What follows belongs to an exercise in optimizing a design on an open flow for small area, a short achievable clock period and few clock cycles; a production flow would make more cautious choices. Power figures rest on the tool's default switching activity, not on a simulated workload.

Setup of v26:
Design rope_sim_top, start of the top module:
module rope_sim_top (
    input  logic                            clk,
    input  logic                            reset,
    input  logic                            cmd_valid,
    input  logic                            cmd_op,
    input  logic signed [31:0]              cmd_x,
    input  logic signed [31:0]              cmd_y,
    output logic                            cmd_credit,
    output logic                            out_valid,
    output logic [$clog2(8)-1:0]  out_node,
    output logic signed [31:0]              out_x,
    output logic signed [31:0]              out_y,
    output logic                            out_last,
    input  logic                            out_credit
);
Size in the first run: roughly 3,500 cells after synthesis, ~890 flip-flops, roughly 140 I/O pins, about 38,000 sq um of cells after synthesis.
clock: 11.0 ns
lec_check: 0
abc_clock_period_in_ps: 4000
cap_margin: 20
core_margin: 2
core_utilization: 70
setup_slack_margin: 5
slew_margin: 20
standard.sh (not shown) runs the stock make flow with config.mk's settings and CLKGATE_MAP_FILE= SYNTH_SCRIPT=/design/flow/synth_recipe.tcl, a recipe that flattens the netlist after the stock synthesis.
==> flow/flow/run.sh <==
#!/bin/bash
set -euo pipefail
MARGIN=6.5
bash standard.sh synth > synth.log 2>&1
sed -e "s/SETUP_SLACK_MARGIN=[0-9.]*/SETUP_SLACK_MARGIN=${MARGIN} BUFFER_PORTS_ARGS='-buffer_cell sky130_fd_sc_hd__buf_2'/" standard.sh > layout.sh
bash layout.sh finish > layout.log 2>&1
v26 reached the end of the flow, and the finished layout is clean on the timing, design-rule and antenna checks.
--- input diff v26..v17 ---
Settings: CORE_UTILIZATION changed from 70 to 55.
==> flow/run.sh (new file) <==
#!/bin/bash
# synth_recipe.tcl (not shown) runs the flow's synth.tcl, then flattens the netlist and writes it again
# the make line also repeats each setting of config.mk as NAME=value (left out here)
make -C /OpenROAD-flow-scripts/flow DESIGN_CONFIG=/design/flow/config.mk WORK_HOME=/design/flow/orfs CLKGATE_MAP_FILE= SYNTH_SCRIPT=/design/flow/synth_recipe.tcl finish
removed: flow/flow/run.sh
removed: flow/standard.sh
## What came out
v17: full flow OK, the timing, design-rule and antenna checks passed
A origin of the worst setup path of ny[3] is what v26 shows, while ny[15] belongs to v17.
v17 vs v26, transition at the pin with the smallest max-transition slack went up by 140 ps.
As far as area after synthesis goes, v17 and v26 are indistinguishable; the numbers are identical.
Fraction of final layout cells with drive strength greater than 1, v26 and v17: smaller value in v17
Here is what was changed in the inputs of v47 compared with v17.
==> flow/flow/run.sh (new file) <==
#!/bin/bash
set -euo pipefail
MARGIN=7.5
bash standard.sh synth > synth.log 2>&1
sed -e "s/SETUP_SLACK_MARGIN=[0-9.]*/SETUP_SLACK_MARGIN=${MARGIN}/" standard.sh > layout.sh
bash layout.sh finish > layout.log 2>&1
==> flow/standard.sh (new file) <==
#!/bin/bash
# synth_recipe.tcl (not shown) runs the flow's synth.tcl, then flattens the netlist and writes it again
# the make line also repeats each setting of config.mk as NAME=value (left out here)
make -C /OpenROAD-flow-scripts/flow DESIGN_CONFIG=/design/flow/config.mk WORK_HOME=/design/flow/orfs CLKGATE_MAP_FILE= SYNTH_SCRIPT=/design/flow/synth_recipe.tcl "${@:-finish}"
removed: flow/run.sh
## What came out
Diff v17 -> v47: clock-buffer cell count decreased 6.3%, worst setup slack picked up an extra 1490 ps. Worst hold slack across all endpoints was higher in the run labelled v47. In v47, the sequential power share came out 4.0 points below the value in v17. Final critical-path required period for v47 is lower than for v17.
Input changes introduced in v57 (baseline for comparison: v47):
diff --git a/flow/flow/run.sh b/flow/flow/run.sh
--- a/flow/flow/run.sh
+++ b/flow/flow/run.sh
@@ -2,3 +2,3 @@
 set -euo pipefail
-MARGIN=7.5
+MARGIN=6.5
 bash standard.sh synth > synth.log 2>&1
### Flow results
- v57: done, clean on timing, DRC and antenna
- In v57, largest fanout on the critical path is higher than in v47.
- v57: switching portion of total power 1.1 points below v47
- Per the comparison of v57 with v47, proportion of power drawn by the clock network now sits higher; number of detailed-routing iterations run before antenna repair down 1; wire length on met1 decreased about 6%; layout net count fell by 334; area of the die saw little to no change.
- Compared with v47, in v57 routed wire length went down 13%, average routed wire per standard cell down about 6.4%, final area down 13%.
Inputs modified between v57 and v28:
diff --git a/flow/flow/run.sh b/flow/flow/run.sh
--- a/flow/flow/run.sh
+++ b/flow/flow/run.sh
@@ -2,3 +2,3 @@
 set -euo pipefail
-MARGIN=6.5
+MARGIN=7
 bash standard.sh synth > synth.log 2>&1
## What came out
v28 completed every stage of the flow, and the final layout passed the timing, design-rule and antenna checks. | number of nets in the finished design | higher: v28 |. Looking at first-pass GRT wire length across both flows, v28 is the weaker of the two, with v57 ahead. Delta (v28 minus v57): final estimated routing congestion in global placement now larger, setup slack now larger, share of final-layout standard cells stronger than drive strength 1 now larger. On power density normalized to cell area, the lower figure sits with v28, not v57.
No run of this note included a check of the RTL's function; only the layout flow was run.

---

== try-lagoon ==
rope_sim_top again, from the RTL that the note above started with.
## rope_sim_top
module rope_sim_top (
    input  logic                            clk,
    input  logic                            reset,
    input  logic                            cmd_valid,
    input  logic                            cmd_op,
    input  logic signed [31:0]              cmd_x,
    input  logic signed [31:0]              cmd_y,
    output logic                            cmd_credit,
    output logic                            out_valid,
    output logic [$clog2(8)-1:0]  out_node,
    output logic signed [31:0]              out_x,
    output logic signed [31:0]              out_y,
    output logic                            out_last,
    input  logic                            out_credit
);
    localparam logic [31:0] REST   = 32'sh000A_0000;
    localparam logic [31:0] GRAV   = 32'sh0000_4CCC;
    localparam logic [31:0] BASE_X = 32'sh00C8_0000;
    localparam int          W      = 21;
    logic [2:0]  ph;         
    logic        fresh;      
    logic        act;        
    logic        pend;       
    logic [2:0]  nn;         
    logic        stp_r;      
    logic [2:0]  cc;         
    logic        p0, p1;     
    logic        v_l;        
    logic        l0;         
    logic        l1;         
    logic        v_o;        
    logic        crd_o;      
    logic [2:0]  node_o;     
    logic        last_o;
    logic        issue;
    logic        done7;
    assign issue = act && (ph == nn) && (cc != 3'd0);
    assign done7 = issue && (nn == 3'd7);
    always_ff @(posedge clk) begin
        if (reset) begin
            ph     <= '0;
            fresh  <= 1'b1;
            act    <= 1'b0;
            pend   <= 1'b0;
            nn     <= '0;
            stp_r  <= 1'b0;
            cc     <= 3'(4);
            p0     <= 1'b1;
            p1     <= 1'b0;
            v_l    <= 1'b0;
            l0     <= 1'b0;
            l1     <= 1'b0;
  ...
clock: 11.0 ns
lec_check: 0
abc_clock_period_in_ps: 4000
cap_margin: 20
core_margin: 2
core_utilization: 55
setup_slack_margin: 5
slew_margin: 20
==> flow/flow/run.sh <==
#!/bin/bash
set -euo pipefail
MARGIN=6.5
bash standard.sh synth > synth.log 2>&1
sed -e "s/SETUP_SLACK_MARGIN=[0-9.]*/SETUP_SLACK_MARGIN=${MARGIN} BUFFER_PORTS_ARGS='-buffer_cell sky130_fd_sc_hd__buf_2'/" standard.sh > layout.sh
bash layout.sh finish > layout.log 2>&1
try-lagoon closes out successfully: all stages finished, all timing, DRC and antenna checks passed.
Modified inputs, try-onyx compared to try-lagoon
==> flow/flow/run.sh <==
#!/bin/bash
set -euo pipefail
MARGIN=6
bash standard.sh synth > synth.log 2>&1
sed -e "s/SETUP_SLACK_MARGIN=[0-9.]*/SETUP_SLACK_MARGIN=${MARGIN}/" standard.sh > layout.sh
bash layout.sh finish > layout.log 2>&1
Notes after the runs:
Sequential share of layout area of try-lagoon is on par with try-onyx. Data arrival time of the worst path ends up higher on try-onyx. Final critical-path required period on try-onyx is behind try-lagoon. Status: internal power of the cells parity (try-onyx, try-lagoon). try-onyx ended with less pre-CTS worst setup slack than try-lagoon. try-onyx vs try-lagoon — power dropped slightly. On via count of the routed design: try-onyx sits below try-lagoon. The routability-driven placement congestion ratio of try-onyx exceeds that of try-lagoon by about 2.5%.
No run of this note included a check of the RTL's function; only the layout flow was run.

==> afterwards: timing with drivers on the ports <==
Ports are ideal in the flow. The routed layouts listed here were re-timed in OpenROAD.
Step 1 (the two cells are an assumption about what drives the block):
set clk [get_ports {clk}]
set_driving_cell -lib_cell sky130_fd_sc_hd__clkbuf_16 $clk
set_driving_cell -lib_cell sky130_fd_sc_hd__buf_2 [delete_from_list [all_inputs] $clk]
Step 2, shift: input delay + t, output delay - t, t = (earliest + latest rising clock arrival at the registers) / 2. This alone moves slack from input paths to output paths.
Slacks: ideal / step 1 / step 2; pairs: ideal / step 1.
| run | t (ns) | slack for setup (ns) | worst setup path after step 2 | slew at the worst register clock pin (ns) | worst data-port slew with drivers (ns) |
|---|---|---|---|---|---|
| v26 | 0.698 | 6.463 / 6.463 / 6.463 | register to register | 0.07 / 0.07 | 0.07 |
| v17 | 0.712 | 5.432 / 5.432 / 5.432 | register to register | 0.07 / 0.07 | 0.08 |
| v47 | 0.710 | 6.923 / 6.923 / 6.923 | register to register | 0.07 / 0.07 | 0.06 |
| v57 | 0.698 | 6.625 / 6.625 / 6.559 | input to register | 0.07 / 0.07 | 0.08 |
| v28 | 0.701 | 6.732 / 6.732 / 6.681 | input to register | 0.07 / 0.07 | 0.07 |
| try-lagoon | 0.704 | 6.542 / 6.542 / 6.542 | register to register | 0.07 / 0.07 | 0.06 |
| try-onyx | 0.710 | 6.102 / 6.102 / 6.102 | register to register | 0.07 / 0.07 | 0.09 |
After both steps every run listed still meets setup and hold. The setup slack of v57, which loses most, moves by 0.000 ns with the drivers and by -0.066 ns with both steps.
